Background: an optimization exercise with open tools, aiming at small area and a short achievable clock period. Do not read the settings as production practice.
RTL that was checked went through simulation tests only; none was proved equivalent to the original.
Power is estimated from default activity; no workload was simulated.

==> 07-01: inputs <==
==> flow/design.v <==
module mtb_event #(
    parameter int PC_W = 32,
    parameter int NS   = 4
) (
    input  logic            req_i,
    input  logic            prev_req_i,
    input  logic [PC_W-1:0] pc_i,
    input  logic [PC_W-1:0] prev_pc_i,
    input  logic [NS-1:1]   valid_i,
    output logic            fetch_o,
    output logic            any_o
);
    assign fetch_o = req_i && (!prev_req_i || (pc_i != prev_pc_i));
    assign any_o   = fetch_o || (|valid_i);
endmodule
module mtb_sel #(
    parameter int W = 1
) (
    input  logic         s,
    input  logic [W-1:0] a,
    input  logic [W-1:0] b,
    output logic [W-1:0] y
);
    assign y = s ? a : b;
endmodule
module microarch_trace_buffer #(
    parameter int          NUM_STAGES  = 4,
    parameter int          DE_IDX      = 1,
    parameter int          PC_W        = 32,
    parameter int          DEPTH       = 16,
    parameter int          TS_W        = 16,
    parameter logic [31:0] FINISH_INSN = 32'h00002013,
    localparam int         AW          = $clog2(DEPTH),
    localparam int         LVL_W       = AW + 1
) (
    input  logic                       clk,
    input  logic                       rst_n,
    input  logic                       if_req_i,
    input  logic [NUM_STAGES-1:0]      ev_valid_i,
    input  logic [NUM_STAGES*PC_W-1:0] ev_pc_i,
    input  logic [31:0]                de_insn_i,
    output logic                       rec_valid_o,
    input  logic                       rec_ready_i,
    output logic [NUM_STAGES-1:0]      rec_mask_o,
    output logic [NUM_STAGES*PC_W-1:0] rec_pc_o,
    output logic [31:0]                rec_insn_o,
    output logic [TS_W-1:0]            rec_cycle_o,
    output logic                       rec_lost_o,
    output logic [15:0]                drop_cnt_o,
    output logic [LVL_W-1:0]           level_o,
    output logic                       finish_o
);
    localparam int MD   = DEPTH - 1;                
    localparam int PCS  = NUM_STAGES * PC_W;
    localparam int PC_LSB  = NUM_STAGES;
    localparam int INS_LSB = PC_LSB + PCS;
    localparam int CYC_LSB = INS_LSB + 32;
    localparam int ENT_W   = CYC_LSB + TS_W + 1;
    logic [PCS-1:0]             m_pc    [MD];
    logic [31:0]                m_insn  [MD];
    logic [NUM_STAGES-1:0]      m_mask  [MD];
    logic [TS_W-1:0]            m_cyc   [MD];
    logic                       m_lost  [MD];
    logic [ENT_W-1:0]           head_q;     
    logic                       prev_req_q;
    logic [PC_W-1:0]            prev_pc_q;
    logic [TS_W-1:0]            cycle_q;
    logic [15:0]                drop_cnt_q;
    logic                       lost_q;
    logic [LVL_W-1:0]           count_q;
    logic                       valid_q;    
    logic                       one_q;      
    logic                       in_sel_q;   
    logic [MD-1:0]              wsel_q;     
    logic [MD-1:0]              rptr_q;     
    logic [MD-1:0]              rsel_q;     
    logic                       armed_q, drain_q, finish_q;
    logic                       fetch_evt, any_evt;
    logic [NUM_STAGES-1:0]      evt_mask;
    logic [PCS-1:0]             in_pc;      
    logic [31:0]                evt_insn;
    mtb_event #(.PC_W(PC_W), .NS(NUM_STAGES)) u_event (
        .req_i     (if_req_i),
        .prev_req_i(prev_req_q),
        .pc_i      (ev_pc_i[PC_W-1:0]),
        .prev_pc_i (prev_pc_q),
        .valid_i   (ev_valid_i[NUM_STAGES-1:1]),
        .fetch_o   (fetch_evt),
        .any_o     (any_evt)
    );
    assign evt_mask = {ev_valid_i[NUM_STAGES-1:1], fetch_evt};
    assign evt_insn = ev_valid_i[DE_IDX] ? de_insn_i : '0;
    genvar gi;
    generate
        for (gi = 0; gi < NUM_STAGES; gi++) begin : g_lane
            if (gi == 0) begin : g_fetch
                assign in_pc[gi*PC_W +: PC_W] = ev_pc_i[gi*PC_W +: PC_W];
            end else begin : g_stage
                assign in_pc[gi*PC_W +: PC_W] = ev_valid_i[gi] ? ev_pc_i[gi*PC_W +: PC_W] : '0;
            end
        end
    endgenerate
    logic             rdy, full, ge2, ge3, eq2, sat;
    logic [LVL_W-1:0] count_inc, count_dec;
    logic [15:0]      drop_inc;
    assign rdy  = rec_ready_i;
    assign full = count_q[LVL_W-1];                 
    assign ge2  = !in_sel_q;
    assign eq2  = (count_q == LVL_W'(2));
    assign ge3  = ge2 && !eq2;
    assign sat  = &drop_cnt_q;
    assign count_inc = count_q + 1'b1;
    assign count_dec = count_q - 1'b1;
    assign drop_inc  = drop_cnt_q + 16'd1;
    logic [LVL_W-1:0] count_n, count_e;
    logic             valid_n, one_n, ring_n, one_e, ring_e, up_e, drop_e, radv;
    logic [MD-1:0]    wsel_e, rptr_n, rsel_n, rsel_e;
    logic [15:0]      drop_cnt_e;
    logic             drain_n, finish_n;
    assign count_n  = (valid_q && rdy) ? count_dec : count_q;
    assign up_e     = rdy ? !valid_q : !full;
    assign count_e  = up_e ? count_inc : count_q;
    assign valid_n  = rdy ? ge2 : valid_q;
    assign one_n    = rdy ? eq2 : one_q;
    assign one_e    = !valid_q || (rdy && one_q);
    assign ring_n   = rdy ? ge3 : ge2;
    assign ring_e   = rdy ? ge2 : valid_q;
    assign drop_e   = full && !rdy;
    assign radv     = rdy && ge2;
    assign wsel_e   = (valid_q && (rdy ? !one_q : !full)) ? {wsel_q[MD-2:0], wsel_q[MD-1]} : wsel_q;
    assign rptr_n   = radv ? {rptr_q[MD-2:0], rptr_q[MD-1]} : rptr_q;
    assign rsel_n   = ring_n ? rptr_n : '0;
    assign rsel_e   = ring_e ? rptr_n : '0;
    assign drop_cnt_e = (drop_e && !sat) ? drop_inc : drop_cnt_q;
    assign drain_n  = drain_q && valid_q;
    assign finish_n = finish_q || (drain_q && !valid_q);
    localparam int CW = LVL_W + 1 + 1 + 1 + MD + MD + 1 + 16 + 1 + 1;
    logic [CW-1:0] ctl_e, ctl_n, ctl_d;
    logic [LVL_W-1:0] count_d;
    logic             valid_d, one_d, in_sel_d, lost_d, drain_d, finish_d;
    logic [MD-1:0]    wsel_d, rsel_d;
    logic [15:0]      drop_cnt_d;
    assign ctl_e = {count_e, 1'b1,    one_e, !ring_e, wsel_e, rsel_e, drop_e, drop_cnt_e, drain_q, finish_q};
    assign ctl_n = {count_n, valid_n, one_n, !ring_n, wsel_q, rsel_n, lost_q, drop_cnt_q, drain_n, finish_n};
    mtb_sel #(.W(CW)) u_ctl_sel (.s(any_evt), .a(ctl_e), .b(ctl_n), .y(ctl_d));
    assign {count_d, valid_d, one_d, in_sel_d, wsel_d, rsel_d, lost_d, drop_cnt_d, drain_d, finish_d} = ctl_d;
    logic m_wen_ok, h_load;
    assign m_wen_ok = !full || rdy;
    assign h_load   = !valid_q || rdy;
    always_ff @(posedge clk) begin
        for (int i = 0; i < MD; i++) begin
            if (wsel_q[i] && m_wen_ok) begin
                m_pc[i]   <= in_pc;
                m_insn[i] <= evt_insn;
                m_mask[i] <= evt_mask;
                m_cyc[i]  <= cycle_q;
                m_lost[i] <= lost_q;
            end
        end
    end
    logic [PCS-1:0]        r_pc;
    logic [31:0]           r_insn;
    logic [NUM_STAGES-1:0] r_mask;
    logic [TS_W-1:0]       r_cyc;
    logic                  r_lost, in_take;
    logic [MD-1:0]         r_mask0_sel;
    always_comb begin
        r_pc   = '0;
        r_insn = '0;
        r_mask = '0;
        r_cyc  = '0;
        r_lost = 1'b0;
        for (int i = 0; i < MD; i++) begin
            r_pc   = r_pc   | (m_pc[i]   & {PCS{rsel_q[i]}});
            r_insn = r_insn | (m_insn[i] & {32{rsel_q[i]}});
            r_mask = r_mask | (m_mask[i] & {NUM_STAGES{rsel_q[i]}});
            r_cyc  = r_cyc  | (m_cyc[i]  & {TS_W{rsel_q[i]}});
            r_lost = r_lost | (m_lost[i] & rsel_q[i]);
            r_mask0_sel[i] = m_mask[i][0] && rsel_q[i];
        end
    end
    logic [ENT_W-1:0] r_ent, i_ent, head_d;
    logic [PCS-1:0]   r_pc_g, i_pc;
    assign in_take = in_sel_q && any_evt;
    assign r_pc_g  = {r_pc[PCS-1:PC_W], r_pc[PC_W-1:0] & {PC_W{|r_mask0_sel}}};
    assign i_pc    = {in_pc[PCS-1:PC_W] & {(PCS-PC_W){in_sel_q}},
                      in_pc[PC_W-1:0] & {PC_W{in_sel_q && fetch_evt}}};
    assign r_ent   = {r_lost, r_cyc, r_insn, r_pc_g, r_mask};
    assign i_ent   = {lost_q && in_take, cycle_q & {TS_W{in_take}},
                      evt_insn & {32{in_sel_q}}, i_pc, evt_mask & {NUM_STAGES{in_sel_q}}};
    assign head_d  = h_load ? (r_ent | i_ent) : head_q;
    always_ff @(posedge clk or negedge rst_n) begin
        if (!rst_n) begin
            head_q <= '0;
        end else begin
            head_q <= head_d;
        end
    end
    assign rec_valid_o = valid_q;
    assign rec_mask_o  = head_q[0 +: NUM_STAGES];
    assign rec_pc_o    = head_q[PC_LSB +: PCS];
    assign rec_insn_o  = head_q[INS_LSB +: 32];
    assign rec_cycle_o = head_q[CYC_LSB +: TS_W];
    assign rec_lost_o  = head_q[ENT_W-1];
    assign drop_cnt_o  = drop_cnt_q;
    assign level_o     = count_q;
    assign finish_o    = finish_q;
    always_ff @(posedge clk or negedge rst_n) begin
        if (!rst_n) begin
            prev_req_q <= 1'b0;
            prev_pc_q  <= '0;
            cycle_q    <= '0;
            drop_cnt_q <= '0;
            lost_q     <= 1'b0;
            count_q    <= '0;
            valid_q    <= 1'b0;
            one_q      <= 1'b0;
            in_sel_q   <= 1'b1;
            wsel_q     <= MD'(1);
            rptr_q     <= MD'(1);
            rsel_q     <= '0;
            armed_q    <= 1'b0;
            drain_q    <= 1'b0;
            finish_q   <= 1'b0;
        end else begin
            prev_req_q <= if_req_i;
            prev_pc_q  <= ev_pc_i[PC_W-1:0];
            cycle_q    <= cycle_q + 1'b1;
            drop_cnt_q <= drop_cnt_d;
            lost_q     <= lost_d;
            count_q    <= count_d;
            valid_q    <= valid_d;
            one_q      <= one_d;
            in_sel_q   <= in_sel_d;
            wsel_q     <= wsel_d;
            rptr_q     <= rptr_n;
            rsel_q     <= rsel_d;
            finish_q   <= finish_d;
            if (armed_q && ev_valid_i[NUM_STAGES-1]) begin
                armed_q <= 1'b0;
                drain_q <= 1'b1;
            end else begin
                drain_q <= drain_d;
                if (!armed_q && !drain_q && !finish_q &&
                    ev_valid_i[DE_IDX] && (de_insn_i == FINISH_INSN)) begin
                    armed_q <= 1'b1;
                end
            end
        end
    end
endmodule
==> flow/flow/run.sh <==
#!/bin/bash
# Standard ORFS layout with a smaller port buffer cell and no CTS dummy loads.
export BUFFER_PORTS_ARGS="-buffer_cell sky130_fd_sc_hd__buf_2"
export CTS_ARGS="-sink_clustering_enable -repair_clock_nets -dont_use_dummy_load"
bash standard.sh finish > standard.log 2>&1
==> flow/standard.sh <==
#!/bin/bash
# synth_recipe.tcl (not shown) runs the flow's synth.tcl, then flattens the netlist and writes it again
# the make line also repeats each setting of config.mk as NAME=value (left out here)
make -C /OpenROAD-flow-scripts/flow DESIGN_CONFIG=/design/flow/config.mk WORK_HOME=/design/flow/orfs CLKGATE_MAP_FILE= SYNTH_SCRIPT=/design/flow/synth_recipe.tcl "${@:-finish}"
==> flow/config.mk <==
export PLATFORM = sky130hd
export DESIGN_NAME = microarch_trace_buffer
export DESIGN_NICKNAME = microarch_trace_buffer
export VERILOG_FILES = /design/flow/design.v
export SDC_FILE = /design/flow/constraint.sdc
export NUM_CORES = 4
export LEC_CHECK = 0
export CAP_MARGIN = 20
export CORE_MARGIN = 2
export CORE_UTILIZATION = 60
export SETUP_SLACK_MARGIN = 2.8
export SLEW_MARGIN = 20
export SYNTH_HIERARCHICAL = 1
export SYNTH_MINIMUM_KEEP_SIZE = 0
==> flow/constraint.sdc <==
create_clock -name core_clock -period 5.2 [get_ports {clk}]
set_input_delay 1.0400 -clock core_clock [delete_from_list [all_inputs] [get_ports {clk}]]
set_output_delay 1.0400 -clock core_clock [all_outputs]
set_load 0.01 [all_outputs]
==> 11-02 (differences from 07-01) <==
--- a/flow/design.v
+++ b/flow/design.v
@@ -1,15 +1,9 @@
-module mtb_event #(
-    parameter int PC_W = 32,
-    parameter int NS   = 4
+module mtb_neq #(
+    parameter int W = 32
 ) (
-    input  logic            req_i,
-    input  logic            prev_req_i,
-    input  logic [PC_W-1:0] pc_i,
-    input  logic [PC_W-1:0] prev_pc_i,
-    input  logic [NS-1:1]   valid_i,
-    output logic            fetch_o,
-    output logic            any_o
+    input  logic [W-1:0] a,
+    input  logic [W-1:0] b,
+    output logic         y
 );
-    assign fetch_o = req_i && (!prev_req_i || (pc_i != prev_pc_i));
-    assign any_o   = fetch_o || (|valid_i);
+    assign y = (a != b);
 endmodule
@@ -81,11 +75,9 @@
     logic [31:0]                evt_insn;
-    mtb_event #(.PC_W(PC_W), .NS(NUM_STAGES)) u_event (
-        .req_i     (if_req_i),
-        .prev_req_i(prev_req_q),
-        .pc_i      (ev_pc_i[PC_W-1:0]),
-        .prev_pc_i (prev_pc_q),
-        .valid_i   (ev_valid_i[NUM_STAGES-1:1]),
-        .fetch_o   (fetch_evt),
-        .any_o     (any_evt)
-    );
+    logic pc_neq, fetch_neq, fetch_eq, v_any;
+    mtb_neq #(.W(PC_W)) u_neq (.a(ev_pc_i[PC_W-1:0]), .b(prev_pc_q), .y(pc_neq));
+    assign fetch_neq = if_req_i;
+    assign fetch_eq  = if_req_i && !prev_req_q;
+    assign fetch_evt = pc_neq ? fetch_neq : fetch_eq;
+    assign v_any     = |ev_valid_i[NUM_STAGES-1:1];
+    assign any_evt   = v_any || fetch_evt;
     assign evt_mask = {ev_valid_i[NUM_STAGES-1:1], fetch_evt};
@@ -144,3 +136,7 @@
     assign ctl_n = {count_n, valid_n, one_n, !ring_n, wsel_q, rsel_n, lost_q, drop_cnt_q, drain_n, finish_n};
-    mtb_sel #(.W(CW)) u_ctl_sel (.s(any_evt), .a(ctl_e), .b(ctl_n), .y(ctl_d));
+    logic [CW-1:0] ctl_v, ctl_a, ctl_b;
+    assign ctl_v = v_any     ? ctl_e : ctl_n;
+    assign ctl_a = fetch_neq ? ctl_e : ctl_v;
+    assign ctl_b = fetch_eq  ? ctl_e : ctl_v;
+    mtb_sel #(.W(CW)) u_ctl_sel (.s(pc_neq), .a(ctl_a), .b(ctl_b), .y(ctl_d));
     assign {count_d, valid_d, one_d, in_sel_d, wsel_d, rsel_d, lost_d, drop_cnt_d, drain_d, finish_d} = ctl_d;
==> flow/flow/run.sh (replaced) <==
#!/bin/bash
# Standard ORFS layout with a smaller port buffer cell and larger CTS sink clusters.
export BUFFER_PORTS_ARGS="-buffer_cell sky130_fd_sc_hd__buf_2"
export CTS_ARGS="-sink_clustering_enable -repair_clock_nets -dont_use_dummy_load -sink_clustering_size 30 -sink_clustering_max_diameter 80"
bash standard.sh finish > standard.log 2>&1
==> qor summary <==
item                                                                            07-01       11-02
First-pass GRT wire length                                                  454200 um   457400 um
Cell internal power dissipation                                              37960 uW    32210 uW
Effective utilization at floorplan                                             0.6052      0.6034
Total number of nets in the final design                                         6861        6817
Cell count after placement                                                       8529        8771
Worst Hold Margin                                                            111.1 ps    170.3 ps
Placed standard-cell area                                                  114800 um2  115900 um2
Result of the run                                            timing/DRC/antenna clean  timing/DRC/antenna clean
Clock distribution power                                                     18700 uW    11800 uW
Share of Yosys cell area claimed by the top area cell type                     0.7438      0.7387
Post-detailed-placement half-perimeter wirelength                           148600 um   149200 um
Filler cell count                                                               11748       12341
Final critical path time including I/O delays and setup                       2848 ps     2594 ps
Global-route met2 utilization                                                  0.5479      0.5594
Adder and majority cell fraction of the synthesized area                    0.0005707   0.0005669
Drt first-iter violations                                                        8599        8350
Synthesized-area fraction occupied by ao, oa, aoi and oai cells                0.1159      0.1176
Area overhead of the layout relative to synthesis                              14.57%      11.04%
Critical path fanouts, max                                                         29          18
Number of search-and-repair iterations in the first detailed-routing pass           9           8
Antenna cell count                                                                  4           2
Arrival time reported for the critical path endpoint                          3670 ps     3330 ps
Net Sw Power                                                                  9564 uW     8434 uW
Lkg Pwr                                                                    0.04044 uW  0.03864 uW
No functional check of the RTL was part of 07-01.

==> static timing again, ports no longer ideal <==
The results above use ideal ports. As a check the final layouts listed here were re-extracted and re-timed, cells and wires unchanged. Step 1 assumes that a clkbuf_16 drives the clock port and a buf_2 every other input. Step 2 moves the port delays by t, midway between the first and last clock arrival at a register: inputs arrive t later, outputs are due t later. That takes back most of the time a late clock gives input paths. Slacks: ideal ports / drivers / drivers and shift; pairs: ideal ports / drivers.
run	shift t [ns]	slack for setup (ns)	clock arrival spread, ns	worst register clock-pin slew, ns	worst data-port slew with drivers (ns)
07-01	1.016	2.352 / 2.368 / 1.410	0.049 / 0.049	0.06 / 0.06	0.20
11-02	0.913	2.606 / 2.557 / 1.759	0.051 / 0.050	0.11 / 0.11	0.15
After both steps setup and hold are still met in every run listed. The setup slack of 07-01, which loses most, moves by +0.016 ns with the drivers and by -0.942 ns with both steps.
